Context: an optimization exercise on an open-source flow, tuned for small area and a short achievable clock period. The choices shown serve that exercise and are no tape-out recipe. Function was checked by simulation only, so behaviour that the tests miss may differ from the original. Power figures rest on the tool's default switching activity, not on a simulated workload.

--- design/flow/run.sh ---
#!/bin/bash
# synth_recipe.tcl (not shown) runs the flow's synth.tcl, then flattens the netlist and writes it again
# the make line also repeats each setting of config.mk as NAME=value (left out here)
make -C /OpenROAD-flow-scripts/flow DESIGN_CONFIG=/design/flow/config.mk WORK_HOME=/design/flow/orfs CLKGATE_MAP_FILE= SYNTH_SCRIPT=/design/flow/synth_recipe.tcl finish
--- design/flow/config.mk ---
export PLATFORM = sky130hd
export DESIGN_NAME = pulse_sched_gen
export DESIGN_NICKNAME = pulse_sched_gen
export VERILOG_FILES = /design/flow/design.v
export SDC_FILE = /design/flow/constraint.sdc
export NUM_CORES = 4
export LEC_CHECK = 0
export CAP_MARGIN = 20
export CORE_MARGIN = 2
export CORE_UTILIZATION = 40
export SLEW_MARGIN = 20
--- design/flow/constraint.sdc ---
create_clock -name core_clock -period 11.0 [get_ports {clk}]
set_input_delay 2.2000 -clock core_clock [delete_from_list [all_inputs] [get_ports {clk}]]
set_output_delay 2.2000 -clock core_clock [all_outputs]
set_load 0.01 [all_outputs]
--- design/flow/design.v ---
module pulse_sched_gen #(
  parameter int TW        = 32,
  parameter int QW        = 16,
  parameter int NTEMP     = 3,
  parameter int PULSE_LEN = 4,
  parameter int TNC_GAP   = 8
)(
  input  logic                  clk,
  input  logic                  rst,
  input  logic                  tick_1us,
  input  logic                  sync_in,
  input  logic                  load,
  input  logic                  en_cal,
  input  logic                  en_noise,
  input  logic [3:0]            n_temp,
  input  logic [15:0]           cal_dly,
  input  logic [TW-1:0]         dt_cal,
  input  logic [TW-1:0]         dt_noise,
  input  logic [NTEMP*TW-1:0]   p_ni,
  input  logic [NTEMP*TW-1:0]   p_ii,
  input  logic [NTEMP*TW-1:0]   p_np,
  input  logic [NTEMP*TW-1:0]   p_ip,
  input  logic [NTEMP*QW-1:0]   qit,
  output logic                  tni,
  output logic                  tki,
  output logic                  tnp,
  output logic                  tkp,
  output logic                  tobm,
  output logic                  tnc,
  output logic                  i_izl,
  output logic                  i_get,
  output logic                  error,
  output logic                  busy,
  output logic [3:0]            cur_train,
  output logic [TW-1:0]         time_now
);
  localparam int CW = $clog2(PULSE_LEN + 1);
  localparam int NP = NTEMP + 2;           
  localparam logic [2:0] P_END = 3'(NP);
  typedef enum logic [2:0] {IDLE, START, ARM, RUN, ENDW} state_t;
  state_t state;
  logic [2:0] s_tk, s_sy, s_ld;
  logic tk_r, sy_r, ld_r, tkv;
  logic [NP-1:0] en_v;
  logic [15:0] sh_cal_dly;
  logic [TW-1:0] sh_dt_cal, sh_dt_noise;
  logic [NTEMP*TW-1:0] sh_ni, sh_ii, sh_np, sh_ip;
  logic [NTEMP*QW-1:0] sh_qit;
  logic [2:0] pos, pos_nx;
  logic [1:0] tk;
  logic is_tr;
  logic [QW-1:0] rep, q_cur;
  logic [TW-1:0] tg [4];                   
  logic [TW-1:0] d_ni, d_ii, d_np, d_ip, x_np, y_kp, n0, n1, n2, n3;
  logic [CW-1:0] cnt [5];
  logic [4:0] pend, fire;
  logic [3:0] m;
  logic done;
  assign tk_r = s_tk[1] & ~s_tk[2];
  assign sy_r = s_sy[1] & ~s_sy[2];
  assign ld_r = s_ld[1] & ~s_ld[2];
  assign tkv  = tk_r & ~sy_r;
  assign is_tr = pos >= 3'd2 && pos < P_END;
  assign tk = is_tr ? 2'(pos - 3'd2) : 2'd0;
  assign q_cur = is_tr ? sh_qit[tk*QW +: QW] : QW'(1);
  assign done = (rep + QW'(1)) >= q_cur;
  always_comb begin
    pos_nx = P_END;
    for (int p = NP - 1; p >= 0; p--) if (p > pos && en_v[p]) pos_nx = 3'(p);
  end
  always_comb begin
    d_ni = sh_ni[tk*TW +: TW];
    d_ii = sh_ii[tk*TW +: TW];
    d_np = sh_np[tk*TW +: TW];
    d_ip = sh_ip[tk*TW +: TW];
    x_np = is_tr ? d_ni + d_ii + d_np : TW'(sh_cal_dly);
    y_kp = is_tr ? d_ip : pos == 3'd0 ? sh_dt_cal : sh_dt_noise;
    n0 = pos == P_END ? tg[3] + TW'(TNC_GAP) : tg[3] + d_ni;
    n1 = tg[3] + d_ni + d_ii;
    n2 = tg[3] + x_np;
    n3 = tg[3] + x_np + y_kp;
  end
  for (genvar i = 0; i < 4; i++) begin : g_m
    assign m[i] = time_now == tg[i];
  end
  assign fire[0] = tkv & pend[0] & m[0];
  assign fire[1] = tkv & pend[1] & m[1];
  assign fire[2] = tkv & pend[2] & m[2];
  assign fire[3] = tkv & pend[3] & m[3];
  assign fire[4] = tkv & pend[4] & m[0];
  always_ff @(posedge clk or posedge rst)
    if (rst) begin
      s_tk <= '0;
      s_sy <= '0;
      s_ld <= '0;
      en_v <= '0;
    end else begin
      s_tk <= {s_tk[1:0], tick_1us};
      s_sy <= {s_sy[1:0], sync_in};
      s_ld <= {s_ld[1:0], load};
      if (ld_r) begin
        en_v[0] <= en_cal;
        en_v[1] <= en_noise;
        for (int k = 0; k < NTEMP; k++)
          en_v[k+2] <= (n_temp > 4'(k)) && (qit[k*QW +: QW] != '0);
      end
    end
  always_ff @(posedge clk)
    if (ld_r) begin
      sh_cal_dly <= cal_dly;
      sh_dt_cal <= dt_cal;
      sh_dt_noise <= dt_noise;
      sh_ni <= p_ni;
      sh_ii <= p_ii;
      sh_np <= p_np;
      sh_ip <= p_ip;
      sh_qit <= qit;
    end
  always_ff @(posedge clk)
    if (!sy_r) begin
      if (state == START) begin
        tg[3] <= time_now - TW'(1);
        pos <= 3'd0;
        for (int p = NP - 1; p >= 0; p--) if (en_v[p]) pos <= 3'(p);
        if (en_v == '0) pos <= P_END;
        rep <= '0;
      end else if (state == ARM) begin
        tg[0] <= n0;
        tg[1] <= n1;
        tg[2] <= n2;
        if (pos != P_END) tg[3] <= n3;
      end else if (state == RUN && fire[3]) begin
        rep <= done ? '0 : rep + QW'(1);
        if (done) pos <= pos_nx;
      end
    end
  always_ff @(posedge clk or posedge rst)
    if (rst) begin
      state <= IDLE;
      time_now <= '0;
      for (int i = 0; i < 5; i++) cnt[i] <= '0;
      pend <= '0;
      i_izl <= 1'b0;
      i_get <= 1'b0;
      error <= 1'b0;
    end else begin
      error <= ((fire[0] && i_get) || (fire[2] && i_izl)) ? 1'b1 : ld_r ? 1'b0 : error;
      if (sy_r) begin
        time_now <= '0;
        state <= START;
        pend <= '0;
        for (int i = 0; i < 5; i++) cnt[i] <= '0;
        i_izl <= 1'b0;
        i_get <= 1'b0;
      end else begin
        if (tk_r) time_now <= time_now + TW'(1);
        for (int i = 0; i < 5; i++)
          cnt[i] <= fire[i] ? CW'(PULSE_LEN) : (tk_r && cnt[i] != '0) ? cnt[i] - CW'(1) : cnt[i];
        i_izl <= fire[1] ? 1'b0 : fire[0] ? 1'b1 : i_izl;
        i_get <= fire[3] ? 1'b0 : fire[2] ? 1'b1 : i_get;
        pend <= pend & ~fire;
        case (state)
          START: state <= ARM;
          ARM: begin
            pend <= pos == P_END ? 5'b10000 : is_tr ? 5'b01111 : 5'b01100;
            state <= pos == P_END ? ENDW : RUN;
          end
          RUN: if (fire[3]) state <= ARM;
          ENDW: if (fire[4]) state <= START;
          default: ;
        endcase
      end
    end
  assign tni = cnt[0] != '0;
  assign tki = cnt[1] != '0;
  assign tnp = cnt[2] != '0;
  assign tkp = cnt[3] != '0;
  assign tobm = cnt[3] != '0;
  assign tnc = cnt[4] != '0;
  assign busy = state != IDLE;
  assign cur_train = (state == ARM || state == RUN) ? 4'(tk) : 4'd0;
endmodule
==> flow_summary.yaml <==
clock_tree:
  cts_resized: 0
  cts_max_level: 3
  ctsHoldBuffers: 0
  clock_path_buffers: 3
  cts_tree: "yes"
  clkTransAtPathRegs_ps: 60
  root_buffer: "clkbuf_16"
  numCtsBuffers: 83
  post_cts_buffers: 0
  clock-sinks: 731
  insertion_delay_ps: 670
critical_path:
  slowest_delay_ps: 500
  critPathSlowestCell: "fa_1"
  worst_setup_path_end_kind: "register"
  start_kind: "register"
  cp_max_fo: 66
  worstPathRequired_ps: 11410
  crit_arrival_ps: 9990
  cp_common_cell: "o21ai_0"
  setup.worst_path.class: "reg2reg"
floorplan:
  initial_core_util_pct: 40.3
  die_h_microns: 316
  core_sq_um: 96600
  ios: 569
  die_x_microns: 316
  num_rows: 114
  dieArea_sq_um: 99700
layout:
  final_common_cell: "edfxtp_1"
  area_delta_synth_final_pct: 25.9
  final_area_sq_um: 48900
  layout-drive-gt1-share_pct: 5.73
  fin_util_pct: 50.7
  fillers: 8641
  final_cell_mix: "edfxtp_1 (659), clkdlybuf4s50_1 (566), nand2_1 (340), a21oi_1 (225), nor2_1 (223)"
  fin_nets: 4655
drt:
  drc: 0
  vias: 28631
  first_iter_violations: 2615
  wl_microns: 131000
  dr.pass1.iters: 6
  routedWlPerCell_microns: 24.9
  drtAntennaViolNets: 0
  via_per_inst: 5.44
global_routing:
  antenna_found_initial: 8
  overflow: 0
  grt_use_total_pct: 25.7
  grt_max_degree: 167
  first_global_vias: 27564
  grt_pass1_wl_microns: 186000
synthesis:
  async_reset_ff_share_pct: 9.85
  synth_warnings: 3
  ys_seq_area_share_pct: 55.5
  syn_area_per_cell_sq_um: 11.6
  synth-main-ff-cell: "edfxtp_1"
  synthesis.area_sq_um: 38900
  synth_edf_count: 659
  synth_seq_cells: 731
  syn_inst: 3347
  ys_types: 84
placed_design:
  place_area_sq_um: 46100
  dpl.hpwl_microns: 101000
  numPortBuffers: 566
  place_congestion: 0.922
run_status:
  status: "finished clean"
sta:
  clock_skew_ps: 32.8
  slew_violations: 0
  period_share_pct: 87.1
  timing.hold.ws_ps: 346
  finalHoldViolCount: 0
  setup_viol: 0
  tightest_slew_ps: 1050
  rsz0062_at_grt: "no"
  clock.fmax_mhz: 104
  slew_headroom_pct: 29.2
  finalCriticalPeriod_ps: 9580
  tns_ps: 0
flow_run:
  drv_cap: 0
power_and_ir_drop:
  power_density_nw_per_um2: 362
  p_leak_nw: 18.4
  totalPowerFinal_mw: 17.7
  ir_drop_mv: 0.273
hold_path:
  holdCritPathClass: "reg2reg"
==> synth_stat cells (21+ instances only) <==
cell | count | area (sq um)
o21bai_1 | 27 | 203
o21ai_0 | 199 | 996
nor4_1 | 52 | 325
xor2_1 | 207 | 1810
edfxtp_1 | 659 | 19800
ha_1 | 181 | 2260
a211oi_1 | 41 | 308
dfrtp_1 | 72 | 1800
o221ai_1 | 27 | 236
nand4_1 | 30 | 188
a22oi_1 | 45 | 338
nor2_1 | 227 | 852
xnor2_1 | 155 | 1360
mux2i_1 | 99 | 991
nor3_1 | 41 | 205
clkbuf_1 | 111 | 417
nand3_1 | 45 | 225
fa_1 | 36 | 721
nor2b_1 | 21 | 131
nand2_1 | 341 | 1280
a21oi_1 | 226 | 1130
and3_1 | 27 | 169
a21o_1 | 58 | 435
inv_1 | 131 | 492
nand2b_1 | 35 | 219
==> through the flow <==
step | instances | setup slack (ps)
finish | 5260 | 1420
global route | 5260 | 735
CTS | 5257 | 1570
detailed placement | 5106 | 1590
global placement | 5106 | 1780
floorplan | 3348 | 2060
==> metal layers <==
metal  global-route usage, %  share of wire (%)
met5                       0              0.051
met4                    6.65                2.2
met3                    4.80                7.1
met2                    41.6                 47
met1                    35.6                 43
==> state kept, by name, summed over array words and instances, names as in the netlist, 32 cells and up <==
name	count
sh_ii	96
time_now	32
sh_dt_noise	32
sh_qit	48
sh_dt_cal	32
tg	128
sh_ip	96
sh_np	96
sh_ni	96
==> final timing paths <==
check | from | endpoint | slack [ps] | cells past startpoint
setup / recovery | pos[0]$_DFFE_PP_ | tg[3][31]$_DFFE_PP_ | 1420 | 35
hold / removal | s_sy[0]$_DFF_PP0_ | s_sy[1]$_DFF_PP0_ | 350 | 0
setup reg to reg | pos[0]$_DFFE_PP_ | tg[3][31]$_DFFE_PP_ | 1420 | 35
hold reg to reg | s_sy[0]$_DFF_PP0_ | s_sy[1]$_DFF_PP0_ | 350 | 0
max in group asynchronous | rst | time_now[11]$_DFFE_PP0P_ | 8170 | 3
min in group asynchronous | rst | s_ld[2]$_DFF_PP0_ | 1700 | 2
==> area by class of cell <==
class                           instances  area, sq um  share of cell area, %
Sequential cell                       731        21600                   44.1
Multi-Input combinational cell       2349        16300                   33.4
Timing Repair Buffer                  618         6110                   12.5
Clock buffer                          100         2160                   4.42
Tap cell                             1276         1600                   3.26
Clock inverter                         51          651                   1.33
Inverter                              132          500                   1.02
Antenna cell                            3         7.51                 0.0153
==> worst max-delay path, delay by kind of cell (launching register included) <==
kind                       cells  cell delay [ps]
adders and majority gates      4             1590
muxes                          2              450
and+or+nand+nor                7             1430
DFF                            1              490
AOI/OAI and AO/OA             18             4340
buffers and inverters          2              620
xor gates and xnor gates       2              270
==> power by group <==
| part | switching, mW | internal [mW] | leakage (nW) | total (mW) |
|---|---|---|---|---|
| sequential | 0.448 | 3.97 | 7.14 | 4.42 |
| combinational | 6.31 | 4.09 | 9.95 | 10.4 |
| clock | 1.18 | 1.70 | 1.35 | 2.88 |
| total | 7.94 | 9.76 | 18.4 | 17.7 |
==> logic make-up after synthesis <==
| family | share of synthesized area (%) |
|---|---|
| mux | 2.84 |
| xor+xnor | 8.21 |
| fa+ha+maj | 7.76 |
| other cells | 0.00964 |
| compound gates | 12.6 |
| flops | 55.5 |
| buf+inv | 2.65 |
| simple gates | 10.4 |

[static timing again, ports no longer ideal]
In the flow no input, the clock included, has a driving cell. The finished layout below was timed again as built, in two steps. Step 1: set_driving_cell puts a clkbuf_16 on clk and a buf_2 on each other input, an assumption about the parent block. Step 2, shift: input delay + t, output delay - t, t = (earliest + latest rising clock arrival at the registers) / 2. This alone moves slack from input paths to output paths. Slacks: ideal ports / drivers / drivers and shift; pairs: ideal ports / drivers.
t, ns: 0.729
slack for setup (ns): 1.418 / 1.418 / 1.418
hold WS [ns]: 0.346 / 0.346 / 0.346
worst setup path after step 2: register to register
cell pins on the clock port's net: 1
After both steps setup and hold are still met in this run. For this run, drivers alone change the setup slack by 0.000 ns; drivers and shift together by 0.000 ns.
